From an optimization exercise on the open Yosys and OpenROAD flow, aimed at a short achievable clock period and few clock cycles; shortcuts taken in it are not production practice.
Only simulation tests tie the RTL to the original design; equivalence was not proved.
No activity file was given, so power comes from the tool's default toggle rates.

**flow/config.mk**
```make
export PLATFORM = sky130hd
export DESIGN_NAME = cpu_frontend
export DESIGN_NICKNAME = cpu_frontend
export VERILOG_FILES = /design/flow/design.v
export SDC_FILE = /design/flow/constraint.sdc
export NUM_CORES = 4
export LEC_CHECK = 0
export ABC_CLOCK_PERIOD_IN_PS = 2500
export CAP_MARGIN = 20
export CORE_MARGIN = 2
export CORE_UTILIZATION = 55
export PLACE_DENSITY = 0.65
export SETUP_SLACK_MARGIN = 5
export SLEW_MARGIN = 20
export TNS_END_PERCENT = 5
```
**flow/constraint.sdc**
```tcl
create_clock -name core_clock -period 8.0 [get_ports {clk_in}]
set_input_delay 1.6000 -clock core_clock [delete_from_list [all_inputs] [get_ports {clk_in}]]
set_output_delay 1.6000 -clock core_clock [all_outputs]
set_load 0.01 [all_outputs]
```
**flow/design.v**
```verilog
`timescale 1ns/1ns
module mem_fetch #(
    parameter int AW = 5,      
    parameter int PF = 16      
)
(
    input  logic        clk_in,
    input  logic        reset,
    input  logic [7:0]  mem_din,
    output logic [31:0] mem_a,
    input  logic        need,          
    input  logic [31:0] need_pc,
    output logic        fill_v,
    output logic [31:0] fill_pc,
    output logic [31:0] fill_word,
    output logic        fill_jal,
    output logic        fill_br,
    output logic [31:0] fill_imm
);
    localparam logic [6:0] op_jal    = 7'b1101111;
    localparam logic [6:0] op_branch = 7'b1100011;
    logic [16:0] addr;        
    logic [16:0] addr_n;      
    logic        req_v;       
    logic [31:0] cur_pc;
    logic [1:0]  cur_off;
    logic        resp_v;      
    logic [31:0] resp_pc;
    logic [1:0]  resp_off;
    logic [23:0] bytes;
    logic        fin_v;       
    logic [31:0] fin_pc;
    logic        busy_need;
    logic        start;
    logic [31:0] next_pc;
    logic [AW-1:0] ahead;     
    logic        pf_ok;
    logic        last;
    logic [31:0] w;
    logic        w_jal;
    assign mem_a = {15'd0, addr};
    assign busy_need = (req_v && cur_pc == need_pc) ||
                       (resp_v && resp_off == 2'd3 && resp_pc == need_pc) ||
                       (fill_v && fill_pc == need_pc) ||
                       (fin_v && fin_pc == need_pc);
    assign start     = need && !busy_need;
    assign next_pc = cur_pc + 32'd4;
    assign ahead   = next_pc[AW+1:2] - need_pc[AW+1:2];
    assign pf_ok   = ahead < AW'(PF);
    always_ff @(posedge clk_in) begin
        if (reset) begin
            addr    <= 17'd0;
            addr_n  <= '1;
            req_v   <= 1'b1;
            cur_pc  <= 32'd0;
            cur_off <= 2'd0;
        end else if (start) begin
            addr    <= need_pc[16:0];
            addr_n  <= ~need_pc[16:0];
            req_v   <= 1'b1;
            cur_pc  <= need_pc;
            cur_off <= 2'd0;
        end else if (req_v && cur_off != 2'd3) begin
            addr    <= ~addr_n + 17'd1;
            addr_n  <= ~(~addr_n + 17'd1);
            cur_off <= cur_off + 2'd1;
        end else if (pf_ok) begin
            addr    <= next_pc[16:0];
            addr_n  <= ~next_pc[16:0];
            req_v   <= 1'b1;
            cur_pc  <= next_pc;
            cur_off <= 2'd0;
        end else begin
            req_v   <= 1'b0;
        end
    end
    assign last = resp_v && resp_off == 2'd3;
    always_ff @(posedge clk_in) begin
        if (reset) begin
            resp_v <= 1'b0;
            fill_v <= 1'b0;
            fin_v  <= 1'b0;
        end else begin
            resp_v <= req_v;
            fill_v <= last;
            fin_v  <= fill_v;
        end
        resp_pc  <= cur_pc;
        resp_off <= cur_off;
        fin_pc   <= fill_pc;
    end
    always_ff @(posedge clk_in) begin
        if (resp_v) begin
            bytes <= {mem_din, bytes[23:8]};
        end
    end
    assign w     = {mem_din, bytes};
    assign w_jal = w[6:0] == op_jal;
    always_ff @(posedge clk_in) begin
        if (last) begin
            fill_pc   <= resp_pc;
            fill_word <= w;
            fill_jal  <= w_jal;
            fill_br   <= w[6:0] == op_branch;
            fill_imm  <= w_jal ? {{12{w[31]}}, w[19:12], w[20], w[30:21], 1'b0}
                               : {{20{w[31]}}, w[7], w[30:25], w[11:8], 1'b0};
        end
    end
endmodule
`timescale 1ns/1ns
module inst_queue #(
    parameter int IW = 5               
)
(
    input  logic          clk_in,
    input  logic          reset,
    input  logic          wr_en,
    input  logic [31:0]   wr_pc,
    input  logic [31:0]   wr_word,
    input  logic [31:0]   wr_tgt,
    input  logic          wr_jal,
    input  logic          wr_br,
    input  logic [63:0]   pred_taken,
    input  logic [31:0]   rd_pc,
    input  logic [2**IW-1:0] rd_sel,
    output logic          rd_hit,
    output logic [31:0]   rd_word,
    output logic [31:0]   rd_next,
    output logic [2**IW-1:0] rd_next_sel
);
    localparam int NL = 1 << IW;
    localparam int TW = 32 - IW;       
    logic          vld  [NL];
    logic [TW-1:0] tag  [NL];
    logic [31:0]   word [NL];
    logic [31:0]   tgt  [NL];
    logic          isj  [NL];
    logic          isb  [NL];
    logic [31:0]   lpc  [NL];          
    logic          take [NL];          
    logic [31:0]   nxt  [NL];          
    logic [NL-1:0] nsel [NL];          
    logic          mat  [NL];          
    logic [IW-1:0] wr_idx;
    logic [TW-1:0] wr_tag;
    logic [TW-1:0] rd_tag;
    assign wr_idx = wr_pc[IW+1:2];
    assign wr_tag = {wr_pc[31:IW+2], wr_pc[1:0]};
    assign rd_tag = {rd_pc[31:IW+2], rd_pc[1:0]};
    always_comb begin
        for (int i = 0; i < NL; i++) begin
            lpc[i]  = {tag[i][TW-1:2], IW'(i), tag[i][1:0]};
            take[i] = isj[i] || (isb[i] && pred_taken[lpc[i][7:2]]);
            nxt[i]  = take[i] ? tgt[i] : lpc[i] + 32'd4;
            nsel[i] = take[i] ? NL'(1) << tgt[i][IW+1:2] : NL'(1) << IW'(i + 1);
            mat[i]  = vld[i] && tag[i] == rd_tag;
        end
    end
    always_comb begin
        rd_hit      = 1'b0;
        rd_word     = '0;
        rd_next     = '0;
        rd_next_sel = '0;
        for (int i = 0; i < NL; i++) begin
            rd_hit      = rd_hit      | (rd_sel[i] & mat[i]);
            rd_word     = rd_word     | ({32{rd_sel[i]}} & word[i]);
            rd_next     = rd_next     | ({32{rd_sel[i]}} & nxt[i]);
            rd_next_sel = rd_next_sel | ({NL{rd_sel[i]}} & nsel[i]);
        end
    end
    always_ff @(posedge clk_in) begin
        if (reset) begin
            for (int i = 0; i < NL; i++) begin
                vld[i] <= 1'b0;
            end
        end else if (wr_en) begin
            vld[wr_idx] <= 1'b1;
        end
    end
    always_ff @(posedge clk_in) begin
        if (wr_en) begin
            tag[wr_idx]  <= wr_tag;
            word[wr_idx] <= wr_word;
            tgt[wr_idx]  <= wr_tgt;
            isj[wr_idx]  <= wr_jal;
            isb[wr_idx]  <= wr_br;
        end
    end
endmodule
`timescale 1ns/1ns
module branch_predict
(
    input  logic        clk_in,
    input  logic        reset,
    input  logic        rdy_in,
    input  logic        bht_update,
    input  logic [31:0] bht_update_pc,
    input  logic        bht_update_taken,
    output logic [63:0] pred_taken
);
    logic [1:0] bht [64];
    always_comb begin
        for (int i = 0; i < 64; i++) begin
            pred_taken[i] = bht[i][1];
        end
    end
    always_ff @(posedge clk_in) begin
        for (int i = 0; i < 64; i++) begin
            if (reset) begin
                bht[i] <= 2'b01;
            end else if (rdy_in && bht_update && bht_update_pc[7:2] == 6'(i)) begin
                if (bht_update_taken && bht[i] != 2'b11) begin
                    bht[i] <= bht[i] + 2'b01;
                end else if (!bht_update_taken && bht[i] != 2'b00) begin
                    bht[i] <= bht[i] - 2'b01;
                end
            end
        end
    end
endmodule
`timescale 1ns/1ns
module cpu_frontend
(
    input  logic            clk_in,
    input  logic            reset,
    input  logic            rdy_in,
    input  logic [7:0]      mem_din,
    output logic [31:0]     mem_a,
    input  logic            issue_ready,
    input  logic            bht_update,
    input  logic [31:0] bht_update_pc,
    input  logic            bht_update_taken,
    output logic            inst_valid,
    output logic [31:0] inst_out,
    output logic [31:0] inst_pc,
    output logic [31:0] inst_next_pc
);
    localparam int IW = 5;
    localparam int NL = 1 << IW;
    logic        fill_v;
    logic [31:0] fill_pc;
    logic [31:0] fill_word;
    logic        fill_jal;
    logic        fill_br;
    logic [31:0] fill_imm;
    logic [63:0] pred_taken;
    logic [31:0]   lk_pc;      
    logic [NL-1:0] lk_sel;     
    logic          valid_n;    
    logic          hit;
    logic [31:0]   word;
    logic [31:0]   next_pc;
    logic [NL-1:0] next_sel;
    logic          slot_free;
    mem_fetch #(.AW(IW)) u_mem_fetch (
        .clk_in    (clk_in),
        .reset     (reset),
        .mem_din   (mem_din),
        .mem_a     (mem_a),
        .need      (valid_n),
        .need_pc   (lk_pc),
        .fill_v    (fill_v),
        .fill_pc   (fill_pc),
        .fill_word (fill_word),
        .fill_jal  (fill_jal),
        .fill_br   (fill_br),
        .fill_imm  (fill_imm)
    );
    branch_predict u_branch_predict (
        .clk_in           (clk_in),
        .reset            (reset),
        .rdy_in           (rdy_in),
        .bht_update       (bht_update),
        .bht_update_pc    (bht_update_pc),
        .bht_update_taken (bht_update_taken),
        .pred_taken       (pred_taken)
    );
    inst_queue #(.IW(IW)) u_inst_queue (
        .clk_in      (clk_in),
        .reset       (reset),
        .wr_en       (fill_v),
        .wr_pc       (fill_pc),
        .wr_word     (fill_word),
        .wr_tgt      (fill_pc + fill_imm),
        .wr_jal      (fill_jal),
        .wr_br       (fill_br),
        .pred_taken  (pred_taken),
        .rd_pc       (lk_pc),
        .rd_sel      (lk_sel),
        .rd_hit      (hit),
        .rd_word     (word),
        .rd_next     (next_pc),
        .rd_next_sel (next_sel)
    );
    assign slot_free = valid_n || (rdy_in && issue_ready);
    always_ff @(posedge clk_in) begin
        if (reset) begin
            inst_valid <= 1'b0;
            valid_n    <= 1'b1;
            lk_pc      <= 32'd0;
            lk_sel     <= NL'(1);
        end else if (slot_free) begin
            inst_valid <= hit;
            valid_n    <= !hit;
            if (hit) begin
                lk_pc  <= next_pc;
                lk_sel <= next_sel;
            end
        end
    end
    always_ff @(posedge clk_in) begin
        if (slot_free) begin
            inst_out     <= word;
            inst_pc      <= lk_pc;
            inst_next_pc <= next_pc;
        end
    end
endmodule
```
**flow/run.sh**
```bash
#!/bin/bash
# synth_recipe.tcl (not shown) runs the flow's synth.tcl, then flattens the netlist and writes it again
# the make line also repeats each setting of config.mk as NAME=value (left out here)
make -C /OpenROAD-flow-scripts/flow DESIGN_CONFIG=/design/flow/config.mk WORK_HOME=/design/flow/orfs CLKGATE_MAP_FILE= SYNTH_SCRIPT=/design/flow/synth_recipe.tcl finish
```
==> summary.txt <==
[worst min-delay path by stage]
stage	slack, ns	endpoint	startpoint	depth (start not counted)
4_1_cts	0.36	u_mem_fetch.resp_pc[22]	u_mem_fetch.cur_pc[22]	0
3_5_place_dp	0.37	u_mem_fetch.resp_pc[20]	u_mem_fetch.cur_pc[20]	0
3_3_place_gp	0.36	u_mem_fetch.resp_off[1]	u_mem_fetch.cur_off[1]	0
2_1_floorplan	0.33	u_mem_fetch.resp_pc[13]	u_mem_fetch.cur_pc[13]	0
[timing repair]
action                     4_1_cts
buffers inserted               367
pin swaps                      170
hold buffers                     0
gates resized for setup        997
gates cloned                    31
setup endpoints to repair     3125
[power by group through the flow]
| stage | Sequential [mW] | Clock, mW | Combinational, mW |
|---|---|---|---|
| 2_1_floorplan | 20.3 | 0 | 0.439 |
| 3_3_place_gp | 20.4 | 0 | 0.689 |
| 3_5_place_dp | 20.4 | 0 | 0.709 |
| 4_1_cts | 20.0 | 17.4 | 0.784 |
[synthesized netlist by cell type (all sizes together) (38+ instances only)]
library cell,n,area [um^2]
o22a,49,429
clkbuf,429,1610
o32ai,46,403
a21oi,216,1140
mux2i,221,2210
xor2,988,8650
mux2,74,867
nand2,502,1880
a21o,42,315
o31ai,38,285
or3,49,307
and3,90,563
nand4,346,2160
or4,95,728
edfxtp,3143,94400
o22ai,181,1130
a222oi,48,480
dfxtp,364,7290
o311ai,53,464
a2111oi,62,568
and2,98,613
nor3,136,681
and4,39,342
o21ai,312,1560
o2111ai,49,429
nor4,367,2300
buf,267,1320
a22o,202,1770
nand2b,107,669
a221oi,192,1680
nor2,546,2050
inv,129,484
nor2b,90,563
a22oi,634,4760
nand3,327,1640
ha,38,475
a211oi,82,626
xnor2,108,946
[metrics by stage]
| stage | area (um^2) | total power, mW | setup WS [ns] |
|---|---|---|---|
| 4_1_cts | 182000 | 38.2 | 4.15 |
| 3_5_place_dp | 161000 | 21.1 | 2.67 |
| 3_3_place_gp | 161000 | 21.1 | 2.62 |
| 2_1_floorplan | 152000 | 20.8 | 4.00 |
[cell families after synthesis]
kind of cell / Yosys count
other cells: 1
compound gates: 2466
simple gates: 2930
xor+xnor: 1096
flops: 3507
fa+ha+maj: 40
mux: 295
buf+inv: 832
[per-layer routing]
layer | track usage | overflow
met3 | 0.647 | 15
met2 | 0.881 | 102
met5 | 0.413 | 2
met4 | 0.715 | 105
met1 | 0.774 | 10
==> impl_metrics.ini <==
[clock_network]
htreeDepth = 5
clkSinkCount = 3507
cts.path.max_buffers = 4
cts-root-buf = clkbuf_16
cts_buffers = 351

[global_route]
grt-ovfl-total = 234
grt_use_total = 0.758
grt_max_degree = 165

[die]
initial_core_util = 0.552
die_h_um = 530
pin_count = 175
die_w_um = 530
rows = 193

[run_status]
stop_error = [ERROR GRT-0232] Routing congestion too high. Check the congestion heatmap in the GUI.
stop_stage = 5_1_grt
outcome = did not finish

[synthesis]
syn_inst = 11167
synth_fa_ha_area_frac = 0.00332
synthFlopType = edfxtp_1
synth_compound_gate_area_share = 0.120
syn-cell-area_mm2 = 0.152
synthSimpleGateAreaFrac = 0.103
yosysWarnings = 10
synth_top_family_by_area = compound AO/OA/AOI/OAI gates
ys_seq_elements = 3507
synthMuxAreaShare = 0.0202
synthArstFlopShare = 0
yosysUniqueCellTypes = 97
syn_area_per_cell_um2 = 13.6
ys_seq_area_frac = 0.668
synth_edf_count = 3143
synth-xor-area-share = 0.0631

[place]
io_buffers = 133
hpwl_um = 627000
place_congestion = 1.24
dp_cells = 14859
Testbench counts, summed over its fixed seeds: cycles 21,736.
